What follows belongs to an exercise in optimizing a design on an open flow for small area; a production flow would make more cautious choices.
In this exercise RTL edits were held to simulation tests only and were not proved equivalent to the original.
No activity file was given, so power comes from the tool's default toggle rates.

## flow/config.mk

```make
export PLATFORM = sky130hd
export DESIGN_NAME = frame_dec_top
export DESIGN_NICKNAME = frame_dec_top
export VERILOG_FILES = /design/flow/design.v
export SDC_FILE = /design/flow/constraint.sdc
export NUM_CORES = 4
export LEC_CHECK = 0
export CAP_MARGIN = 0
export CORE_MARGIN = 2
export CORE_UTILIZATION = 40
export SLEW_MARGIN = 0
```

## flow/constraint.sdc

```tcl
create_clock -name core_clock -period 8.0 [get_ports {USER_CLK}]
set_input_delay 1.6000 -clock core_clock [delete_from_list [all_inputs] [get_ports {USER_CLK}]]
set_output_delay 1.6000 -clock core_clock [all_outputs]
set_load 0.01 [all_outputs]
```

## flow/flow/run.sh

```bash
#!/bin/bash
# The standard layout with three changes:
#  - synthesis is the standard flow's own script, except that ABC maps the logic with
#    flow/abc_map.script, an area-oriented script (the registers come from
#    dfflibmap before ABC runs, so they are the standard synthesis's)
#  - the port buffers use the smallest buffer cell
#  - the clock tree uses small buffers and no dummy loads
set -euo pipefail
W=$PWD
{
    echo 'proc synth {args} { yosys synth -nofsm -noshare {*}$args }'
    echo "proc abc {args} { set i [lsearch -exact \$args -script]; if {\$i >= 0} { lset args [expr {\$i + 1}] $W/flow/abc_map.script }; yosys abc {*}\$args }"
    tail -n +2 "$W/synth_recipe.tcl"
} > "$W/own_synth.tcl"
sed "s#SYNTH_SCRIPT=[^ ]*#SYNTH_SCRIPT=$W/own_synth.tcl#" "$W/standard.sh" > "$W/own_standard.sh"
grep -q "SYNTH_SCRIPT=$W/own_synth.tcl" "$W/own_standard.sh"
export BUFFER_PORTS_ARGS="-buffer_cell sky130_fd_sc_hd__buf_1"
export CTS_ARGS="-sink_clustering_enable -repair_clock_nets -dont_use_dummy_load -root_buf sky130_fd_sc_hd__clkbuf_8 -buf_list sky130_fd_sc_hd__clkbuf_4"
bash "$W/own_standard.sh" > "$W/flow_standard.log" 2>&1
```

## flow/standard.sh

```bash
#!/bin/bash
# synth_recipe.tcl (not shown) runs the flow's synth.tcl, then flattens the netlist and writes it again
# the make line also repeats each setting of config.mk as NAME=value (left out here)
make -C /OpenROAD-flow-scripts/flow DESIGN_CONFIG=/design/flow/config.mk WORK_HOME=/design/flow/orfs CLKGATE_MAP_FILE= SYNTH_SCRIPT=/design/flow/synth_recipe.tcl "${@:-finish}"
```

## flow/design.v

```verilog
`timescale 1ns/10ps
module frame_dec_top #(
    parameter logic [31:0] SYNC_WORD = 32'h1234_807F,
    parameter int          K_HASHES  = 5
) (
    input  logic        USER_CLK,
    input  logic        SYSTEM_RESET,
    input  logic        cs_i,
    input  logic [31:0] rx_data_i,
    output logic        synched_o,
    output logic        busy_o,
    output logic [7:0]  byte_o,
    output logic        byte_valid_o,
    output logic [31:0] frame_count_o
);
    logic [2:0]  pm_q;
    logic        prev_ok_q;   
    logic        hit_q;
    logic [1:0]  off_q;       
    logic        syn_q;
    logic        rdy_q;
    logic [4:0]  cnt_q;
    logic        shift;
    logic [3:0]  m;
    logic [1:0]  m_off;
    logic        release_w;
    assign shift = cs_i & ~rdy_q;
    assign m[0] = prev_ok_q && pm_q[0] && rx_data_i[7:0]  == SYNC_WORD[31:24];
    assign m[1] = prev_ok_q && pm_q[1] && rx_data_i[15:0] == SYNC_WORD[31:16];
    assign m[2] = prev_ok_q && pm_q[2] && rx_data_i[23:0] == SYNC_WORD[31:8];
    assign m[3] = rx_data_i == SYNC_WORD;
    assign m_off = m[0] ? 2'd0 : m[1] ? 2'd1 : m[2] ? 2'd2 : 2'd3;
    always_ff @(posedge USER_CLK)
    begin
        if (cs_i)
        begin
            pm_q[0] <= rx_data_i[31:8]  == SYNC_WORD[23:0];
            pm_q[1] <= rx_data_i[31:16] == SYNC_WORD[15:0];
            pm_q[2] <= rx_data_i[31:24] == SYNC_WORD[7:0];
        end
    end
    always_ff @(posedge USER_CLK)
    begin
        if (SYSTEM_RESET)
        begin
            prev_ok_q <= 1'b0;
            hit_q     <= 1'b0;
            syn_q     <= 1'b0;
            rdy_q     <= 1'b0;
        end
        else if (cs_i)
        begin
            if (rdy_q)
            begin
                if (release_w)
                    rdy_q <= 1'b0;
            end
            else
            begin
                prev_ok_q <= ~syn_q;   
                hit_q     <= ~syn_q & (|m);
                if (syn_q)
                begin
                    if (cnt_q == 5'd31)
                    begin
                        syn_q <= 1'b0;
                        rdy_q <= 1'b1;
                    end
                end
                else if (hit_q)
                    syn_q <= 1'b1;
            end
        end
    end
    logic [5:0] ntog;
    always_comb
    begin
        ntog[0] = shift & syn_q;
        for (int i = 0; i < 5; i++)
            ntog[i+1] = ntog[i] & cnt_q[i];
    end
    always_ff @(posedge USER_CLK)
    begin
        if (SYSTEM_RESET)
            cnt_q <= '0;
        else
            cnt_q <= cnt_q ^ ntog[4:0];
    end
    always_ff @(posedge USER_CLK)
    begin
        if (shift && !syn_q && !hit_q)
            off_q <= m_off;
    end
    logic [1:0]  a;
    logic [1:0]  a1;
    logic [31:0] rr;      
    logic [3:0]  g;
    logic [31:0] ws;      
    logic [23:0] kill;    
    logic [23:0] acc_q;
    assign a  = (syn_q | hit_q) ? off_q : m_off;
    assign a1 = a + 2'd1;
    assign rr = 32'({rx_data_i, rx_data_i} >> {a1, 3'b000});
    assign g  = {1'b1, a != 2'd0, a[1], a == 2'd3};
    always_comb
    begin
        ws[0] = shift & ~syn_q & ~hit_q;
        ws[1] = shift & ~syn_q & hit_q;
        for (int n = 2; n < 32; n++)
            ws[n] = shift && syn_q && (cnt_q == 5'(n - 2));
    end
    assign kill[0] = ((g[0] ? ws[1] : ws[0]) & ~rr[1]) | ((g[0] ? ws[1] : ws[0]) & ~rr[2]) | ((g[0] ? ws[1] : ws[0]) & ~rr[4]) | ((g[1] ? ws[1] : ws[0]) & ~rr[8]) | ((g[2] ? ws[1] : ws[0]) & ~rr[16]);
    assign kill[1] = ((g[0] ? ws[2] : ws[1]) & ~rr[0]) | ((g[0] ? ws[3] : ws[2]) & ~rr[0]) | ((g[0] ? ws[5] : ws[4]) & ~rr[1]) | ((g[0] ? ws[9] : ws[8]) & ~rr[2]) | ((g[0] ? ws[17] : ws[16]) & ~rr[4]);
    assign kill[2] = ((g[1] ? ws[1] : ws[0]) & ~rr[9]) | ((g[2] ? ws[1] : ws[0]) & ~rr[18]) | ((g[0] ? ws[2] : ws[1]) & ~rr[4]) | ((g[1] ? ws[3] : ws[2]) & ~rr[8]) | ((g[2] ? ws[5] : ws[4]) & ~rr[17]);
    assign kill[3] = ((g[0] ? ws[10] : ws[9]) & ~rr[2]) | ((g[0] ? ws[19] : ws[18]) & ~rr[4]) | ((g[1] ? ws[5] : ws[4]) & ~rr[8]) | ((g[2] ? ws[9] : ws[8]) & ~rr[16]) | ((g[0] ? ws[18] : ws[17]) & ~rr[0]);
    assign kill[4] = ((g[0] ? ws[3] : ws[2]) & ~rr[1]) | ((g[0] ? ws[5] : ws[4]) & ~rr[3]) | ((g[0] ? ws[9] : ws[8]) & ~rr[6]) | ((g[1] ? ws[17] : ws[16]) & ~rr[12]) | (ws[1] & ~rr[25]);
    assign kill[5] = ((g[2] ? ws[2] : ws[1]) & ~rr[18]) | ((g[0] ? ws[4] : ws[3]) & ~rr[4]) | ((g[1] ? ws[7] : ws[6]) & ~rr[9]) | ((g[2] ? ws[13] : ws[12]) & ~rr[19]) | ((g[0] ? ws[26] : ws[25]) & ~rr[6]);
    assign kill[6] = ((g[1] ? ws[19] : ws[18]) & ~rr[13]) | (ws[5] & ~rr[26]) | ((g[2] ? ws[10] : ws[9]) & ~rr[20]) | ((g[1] ? ws[20] : ws[19]) & ~rr[8]) | ((g[2] ? ws[7] : ws[6]) & ~rr[16]);
    assign kill[7] = ((g[0] ? ws[14] : ws[13]) & ~rr[1]) | ((g[0] ? ws[27] : ws[26]) & ~rr[2]) | ((g[0] ? ws[21] : ws[20]) & ~rr[4]) | ((g[1] ? ws[9] : ws[8]) & ~rr[9]) | ((g[2] ? ws[17] : ws[16]) & ~rr[18]);
    assign kill[8] = ((g[0] ? ws[2] : ws[1]) & ~rr[5]) | ((g[1] ? ws[3] : ws[2]) & ~rr[10]) | ((g[2] ? ws[5] : ws[4]) & ~rr[21]) | ((g[1] ? ws[10] : ws[9]) & ~rr[10]) | ((g[2] ? ws[19] : ws[18]) & ~rr[20]);
    assign kill[9] = ((g[1] ? ws[6] : ws[5]) & ~rr[8]) | ((g[2] ? ws[11] : ws[10]) & ~rr[16]) | ((g[0] ? ws[22] : ws[21]) & ~rr[1]) | ((g[0] ? ws[11] : ws[10]) & ~rr[3]) | ((g[0] ? ws[21] : ws[20]) & ~rr[7]);
    assign kill[10] = ((g[1] ? ws[9] : ws[8]) & ~rr[15]) | (ws[17] & ~rr[30]) | (ws[2] & ~rr[29]) | (ws[4] & ~rr[26]) | ((g[2] ? ws[8] : ws[7]) & ~rr[21]);
    assign kill[11] = ((g[1] ? ws[16] : ws[15]) & ~rr[11]) | ((g[2] ? ws[31] : ws[30]) & ~rr[23]) | ((g[1] ? ws[30] : ws[29]) & ~rr[14]) | (ws[27] & ~rr[29]) | (ws[22] & ~rr[26]);
    assign kill[12] = ((g[2] ? ws[12] : ws[11]) & ~rr[21]) | ((g[1] ? ws[24] : ws[23]) & ~rr[11]) | ((g[2] ? ws[15] : ws[14]) & ~rr[22]) | ((g[1] ? ws[30] : ws[29]) & ~rr[13]) | (ws[27] & ~rr[27]);
    assign kill[13] = ((g[2] ? ws[22] : ws[21]) & ~rr[22]) | ((g[1] ? ws[12] : ws[11]) & ~rr[13]) | (ws[23] & ~rr[27]) | ((g[2] ? ws[14] : ws[13]) & ~rr[22]) | ((g[1] ? ws[28] : ws[27]) & ~rr[12]);
    assign kill[14] = (ws[23] & ~rr[24]) | ((g[2] ? ws[14] : ws[13]) & ~rr[16]) | ((g[0] ? ws[28] : ws[27]) & ~rr[0]) | ((g[0] ? ws[23] : ws[22]) & ~rr[0]) | ((g[0] ? ws[13] : ws[12]) & ~rr[0]);
    assign kill[15] = ((g[0] ? ws[25] : ws[24]) & ~rr[0]) | ((g[0] ? ws[17] : ws[16]) & ~rr[1]) | ((g[0] ? ws[1] : ws[0]) & ~rr[3]) | ((g[0] ? ws[1] : ws[0]) & ~rr[6]) | ((g[1] ? ws[1] : ws[0]) & ~rr[12]);
    assign kill[16] = (ws[1] & ~rr[24]) | ((g[2] ? ws[2] : ws[1]) & ~rr[16]) | ((g[0] ? ws[4] : ws[3]) & ~rr[0]) | ((g[0] ? ws[7] : ws[6]) & ~rr[1]) | ((g[0] ? ws[13] : ws[12]) & ~rr[3]);
    assign kill[17] = ((g[0] ? ws[25] : ws[24]) & ~rr[6]) | ((g[1] ? ws[17] : ws[16]) & ~rr[13]) | (ws[1] & ~rr[27]) | ((g[2] ? ws[2] : ws[1]) & ~rr[22]) | ((g[1] ? ws[4] : ws[3]) & ~rr[12]);
    assign kill[18] = (ws[7] & ~rr[25]) | ((g[2] ? ws[14] : ws[13]) & ~rr[19]) | ((g[0] ? ws[28] : ws[27]) & ~rr[6]) | ((g[1] ? ws[23] : ws[22]) & ~rr[12]) | (ws[13] & ~rr[24]);
    assign kill[19] = ((g[2] ? ws[26] : ws[25]) & ~rr[16]) | ((g[0] ? ws[20] : ws[19]) & ~rr[1]) | ((g[0] ? ws[7] : ws[6]) & ~rr[2]) | ((g[0] ? ws[13] : ws[12]) & ~rr[5]) | ((g[1] ? ws[25] : ws[24]) & ~rr[10]);
    assign kill[20] = ((g[2] ? ws[17] : ws[16]) & ~rr[21]) | ((g[1] ? ws[2] : ws[1]) & ~rr[11]) | ((g[2] ? ws[3] : ws[2]) & ~rr[22]) | ((g[1] ? ws[6] : ws[5]) & ~rr[13]) | (ws[11] & ~rr[26]);
    assign kill[21] = ((g[2] ? ws[22] : ws[21]) & ~rr[21]) | ((g[1] ? ws[12] : ws[11]) & ~rr[11]) | ((g[2] ? ws[23] : ws[22]) & ~rr[23]) | ((g[1] ? ws[14] : ws[13]) & ~rr[14]) | (ws[27] & ~rr[28]);
    assign kill[22] = (ws[22] & ~rr[24]) | ((g[2] ? ws[12] : ws[11]) & ~rr[17]) | ((g[0] ? ws[24] : ws[23]) & ~rr[3]) | ((g[0] ? ws[15] : ws[14]) & ~rr[6]) | ((g[1] ? ws[29] : ws[28]) & ~rr[13]);
    assign kill[23] = (ws[25] & ~rr[27]) | ((g[2] ? ws[18] : ws[17]) & ~rr[23]) | ((g[1] ? ws[4] : ws[3]) & ~rr[15]) | (ws[7] & ~rr[31]) | (ws[14] & ~rr[31]);
    always_ff @(posedge USER_CLK)
    begin
        acc_q <= (acc_q | {24{ws[0]}}) & ~kill;
    end
    localparam logic [1:0] S_IDLE = 2'd0, S_HASH = 2'd1, S_SRCH = 2'd3, S_DONE = 2'd2;
    logic [1:0]  st_q;
    logic [7:0]  c_q;
    logic [7:0]  tgt_q;
    logic [31:0] count_q;
    logic        code_ok;
    logic        found;
    assign code_ok = acc_q[15:8] == ~acc_q[23:16] &&
                     acc_q[7:0] == {acc_q[16], acc_q[17], acc_q[18], acc_q[19],
                                    acc_q[20], acc_q[21], acc_q[22], acc_q[23]};
    assign found     = (c_q == 8'd0);
    assign release_w = (st_q == S_HASH) && found;
    always_ff @(posedge USER_CLK)
    begin
        if (SYSTEM_RESET)
        begin
            st_q    <= S_IDLE;
        end
        else if (cs_i)
        begin
            case (st_q)
                S_IDLE:
                begin
                    if (rdy_q)
                        st_q <= S_HASH;
                end
                S_HASH:
                begin
                    if (found)
                        st_q <= S_SRCH;
                end
                S_SRCH:
                begin
                    if (found)
                        st_q <= S_DONE;
                end
                default:
                    st_q <= S_IDLE;
            endcase
        end
    end
    logic [32:0] tog;
    always_comb
    begin
        tog[0] = cs_i && st_q == S_SRCH && found;
        for (int i = 0; i < 32; i++)
            tog[i+1] = tog[i] & count_q[i];
    end
    always_ff @(posedge USER_CLK)
    begin
        if (SYSTEM_RESET)
            count_q <= '0;
        else
            count_q <= count_q ^ tog[31:0];
    end
    logic [8:0] ctog;
    logic       c_ld;
    logic       c_ldt;
    assign c_ld  = cs_i && st_q == S_IDLE;
    assign c_ldt = cs_i && st_q == S_HASH && found;
    always_comb
    begin
        ctog[0] = cs_i && st_q != S_IDLE;
        for (int i = 0; i < 8; i++)
            ctog[i+1] = ctog[i] & ~c_q[i];
    end
    always_ff @(posedge USER_CLK)
    begin
        if (c_ld)
            c_q <= 8'd120;
        else if (c_ldt)
            c_q <= tgt_q;
        else
            c_q <= c_q ^ ctog[7:0];
    end
    always_ff @(posedge USER_CLK)
    begin
        if (cs_i && st_q == S_IDLE && rdy_q)
            tgt_q <= code_ok ? acc_q[23:16] : 8'hFF;
    end
    assign synched_o     = syn_q;
    assign busy_o        = (st_q != S_IDLE);
    assign byte_o        = tgt_q;
    assign byte_valid_o  = (st_q == S_DONE);
    assign frame_count_o = count_q;
endmodule
```

## flow/flow/abc_map.script

```
strash
&get -n
&st
&syn3
&dch -f
&put
amap -F 2 -A 8 -m
topo
dnsize -c
```

==> impl_metrics.csv <==
group,metric,value,unit
floorplanning,rows,41,
clock_network,holdBufCountCts,0,
global_route,use_met1,33.1,%
synth,syn-num-nets,703,
global_route,overflow,0,
hold_path,min_to,"count_q[31]",
setup_path,crit_path_start_kind,"input port",
synth,synth_seq_cells,88,
cells_and_area,diodes,0,
pwr,switching_power,0.193,mW
cells_and_area,filler_cell_count,1312,
synth,yosysSeqAreaShare,36.4,%
drt,drt-total-wl,18300,um
placed_design,postPlaceCellArea,5820,um^2
global_route,antenna_found_initial,1,
synth,synth_top_cell_by_area,"dfxtp_1",
floorplanning,io_pins,78,
drt,routed_wire_length_per_instance,20.4,um
global_route,use_met3,7.90,%
pwr,swShare,25.3,%
floorplanning,die-area,13900,um^2
synth,synth_top_area_share,28.9,%
drt,vias,5575,
synth,synth_area_per_cell,8.32,um^2
pwr,internal_power,0.568,mW
clock_network,htree_levels,3,
synth,syn-cell-area,5190,um^2
status,status,"timing/DRC/antenna clean",
cells_and_area,fin_area,5940,um^2
timing,setup_viol,0,
pwr,power_frac_clock,32.6,%
timing,clock_skew,0.0248,ns
timing,slew_viol_final,0,
cells_and_area,nNetsFinal,806,
setup_path,cp_common_cell,"ha_1",
hold_path,hold_path_depth,1,
floorplanning,fp.dieH,118,um
clock_network,cts_tree,"built",
synth,synthTopCellsByArea,"dfxtp_1 (29%), o22ai_1 (13%), ha_1 (11%)",
global_route,grt_pass1_vias,5231,
pwr,vdd_drop_max,0.0595,mV
drt,via_per_inst,6.22,
global_route,grt-busiest-layer,"met2",
floorplanning,start_util,41.0,%
clock_network,cts_num_sinks,88,
placed_design,gp_congestion,1.01,
floorplanning,fp.dieW,118,um
timing,relSlewSlack,39.3,%
global_route,grtUsageTotal,26.1,%
setup_path,r2r_slack,1.28,ns
cells_and_area,area_growth,14.4,%
timing,max_freq,133,MHz
clock_network,root_buffer,"clkbuf_8",
setup_path,worstPathArrival,7.75,ns
flow_run,cap_violations,0,
clock_network,post_cts.repair.setup_buffers,0,
setup_path,reg2reg_to,"count_q[30]",
timing,worst_slew_pin_slew,0.911,ns
hold_path,hold_start,"count_q[31]",
global_route,grt.met2_usage,39.8,%
synth,synth_cell_type_count,35,
floorplanning,core,12700,um^2
timing,fin_setup_tns,0,ns
setup_path,cp_slowest_cell,"ha_1",
pwr,p_per_area,128,nW/um^2
drt,ant_nets,0,
setup_path,criticalPathCategory,"input port to register",
timing,period_needed,7.51,ns
cells_and_area,layout-drive-gt1-share,3.59,%
clock_network,cts_max_path_buffers,2,
synth,yosys_warnings,1,
drt,drc,0,
pwr,p_leak,2.07,nW
pwr,p_comb_share,8.4,%
setup_path,cp-end-kind,"register",
synth,synth_cells,624,
hold_path,hold_path.class,"register to register",
clock_network,numCtsBuffers,9,
timing,hold_violations,0,
global_route,grt_first_pass_wirelength,28300,um
setup_path,crit_fanout,2,
placed_design,portBuffers,77,
timing,rsz0062_at_grt,"false",
clock_network,clock_latency,0.38,ns
timing,fin_crit_sh,93.9,%
setup_path,max_stage_delay,0.26,ns
pwr,seq_power_share,59.1,%
clock_network,cts_resized,0,
setup_path,r2r_start,"c_q[0]",
clock_network,clk_pin_slew,0.09,ns
drt,drtIter0Drc,711,
setup_path,worst_ep_required_time,8.24,ns
placed_design,dp_hpwl,14100,um
drt,first_pass_iters,9,
setup_path,r2r_cells,37,
global_route,grt_max_degree,44,
[area by class of cell]
class                      count  area (um^2)  share of cell area [%]
tap                          172          215                    3.62
sequential                    88         1890                    31.9
inverter                      73          274                    4.61
timing repair buffer          92          403                    6.78
multi-input combinational    463         3030                    51.0
clock buffer                   9          124                    2.09
[power by group through the flow]
| stage | logic (mW) | registers, mW | clock network, mW |
|---|---|---|---|
| after floorplan | 0.0282 | 0.459 | 0 |
| after global placement | 0.0608 | 0.459 | 0 |
| after detailed placement | 0.0609 | 0.459 | 0 |
| after CTS | 0.0612 | 0.449 | 0.257 |
| after global routing | 0.0674 | 0.449 | 0.271 |
| final | 0.0636 | 0.449 | 0.248 |
[through the flow]
stage / cells / total power, mW / setup WS (ns) / hold slack [ns] / util [%]
final: 897 / 0.760 / 0.487 / 0.497 / 46.9
after floorplan: 624 / 0.487 / 0.575 / 0.466 / -
after global routing: 897 / 0.788 / 0.0939 / 0.515 / 46.9
after detailed placement: 888 / 0.520 / 0.0810 / 0.494 / 45.9
after global placement: 888 / 0.520 / 0.149 / 0.459 / 45.9
after CTS: 897 / 0.768 / 0.464 / 0.512 / 46.9
[worst max-delay path: cells and delay by family]
family,cells,cell delay [ns]
adder cells (fa/ha/maj),31,5.69
buffers and inverters,3,0.21
AND/OR/NAND/NOR,3,0.23
[cells in the final DEF, fill, tap and decap left out, drive strengths merged, types with 11 or more instances in the layout]
cell type / instances
buf: 91
clkinv: 73
dfxtp: 75
edfxtp: 13
ha: 44
nand2: 17
nand3: 13
nand4: 16
nor2: 62
nor2b: 38
nor3: 35
nor4: 16
o21ai: 11
o22ai: 105
o32ai: 16
or2: 15
[state kept, by name, summed over array words and instances, names as in the netlist]
name and count:
acc_q 24, c_q 8, cnt_q 5, count_q 32, hit_q 1, off_q 2
pm_q 3, prev_ok_q 1, rdy_q 1, st_q 2, syn_q 1, tgt_q 8
[per-layer routing]
metal	routed length (um)	vias to the layer above
li1	-	2623
met1	7480	2585
met2	8180	299
met3	1880	66
met4	740	2
met5	11	-
[synthesized netlist by cell type]
cell and n:
o22ai_1 105, dfxtp_1 75, clkinv_1 73, nor2_1 62, ha_1 44, nor2b_1 38
nor3_1 35, nand2_1 17, nand4_1 16, nor4_1 16, o32ai_1 16, or2_0 15
edfxtp_1 13, nand3_1 13, o21ai_0 11, or4_1 10, a21oi_1 9, or3_1 9
a211oi_1 7, o21a_1 6, a2111oi_0 5, a22oi_1 5, a31oi_1 4, o221ai_1 4
o22a_1 3, a221oi_1 2, nor4b_1 2, o221a_1 2, a21o_1 1, and2_0 1
and3_1 1, nand4b_1 1, nor3b_1 1, o2111ai_1 1, o32a_1 1
[worst max-delay path by stage]
stage / startpoint / end / slack, ns / cells after the start
finish: cs_i / count_q[30] / 0.49 / 37
CTS: cs_i / count_q[31] / 0.46 / 37
detailed placement: cs_i / count_q[30] / 0.08 / 37
global placement: cs_i / count_q[30] / 0.15 / 37
floorplan: cs_i / count_q[30] / 0.57 / 36
global route: cs_i / count_q[30] / 0.09 / 37
[cells by family (layout without fill, tap and decap cells)]
kind of cell | count (synthesis) | in the layout | synth area share, %
compound gates | 182 | 182 | 23.7
fa+ha+maj | 44 | 44 | 10.6
buf+inv | 73 | 174 | 5.28
flops | 88 | 88 | 36.4
simple gates | 237 | 237 | 24.0

## port drivers added, routing unchanged
The flow's constraints put no driver on any port. The routed layout listed below was extracted and timed again, unchanged, in two steps.
Step 1 sets driving cells, clkbuf_16 on the clock port and buf_2 on the other inputs (assumed; they add their load-dependent delay and slew).
Step 2 adds t to the input delays and takes it off the output delays; t is the mean of the earliest and latest rising clock arrival at the registers after step 1. Input paths then give back, and output paths get back, about the clock's delay inside the block.
a / b / c = ideal / step 1 / step 2; a / b = the first two.
shift t [ns]: 0.408
setup slack, ns: 0.487 / 0.501 / 0.093
worst slew at a driven data input, ns: 0.04
After both steps this run still meets setup and hold. The setup slack of this run moves by +0.014 ns with the drivers and by -0.394 ns with both steps.
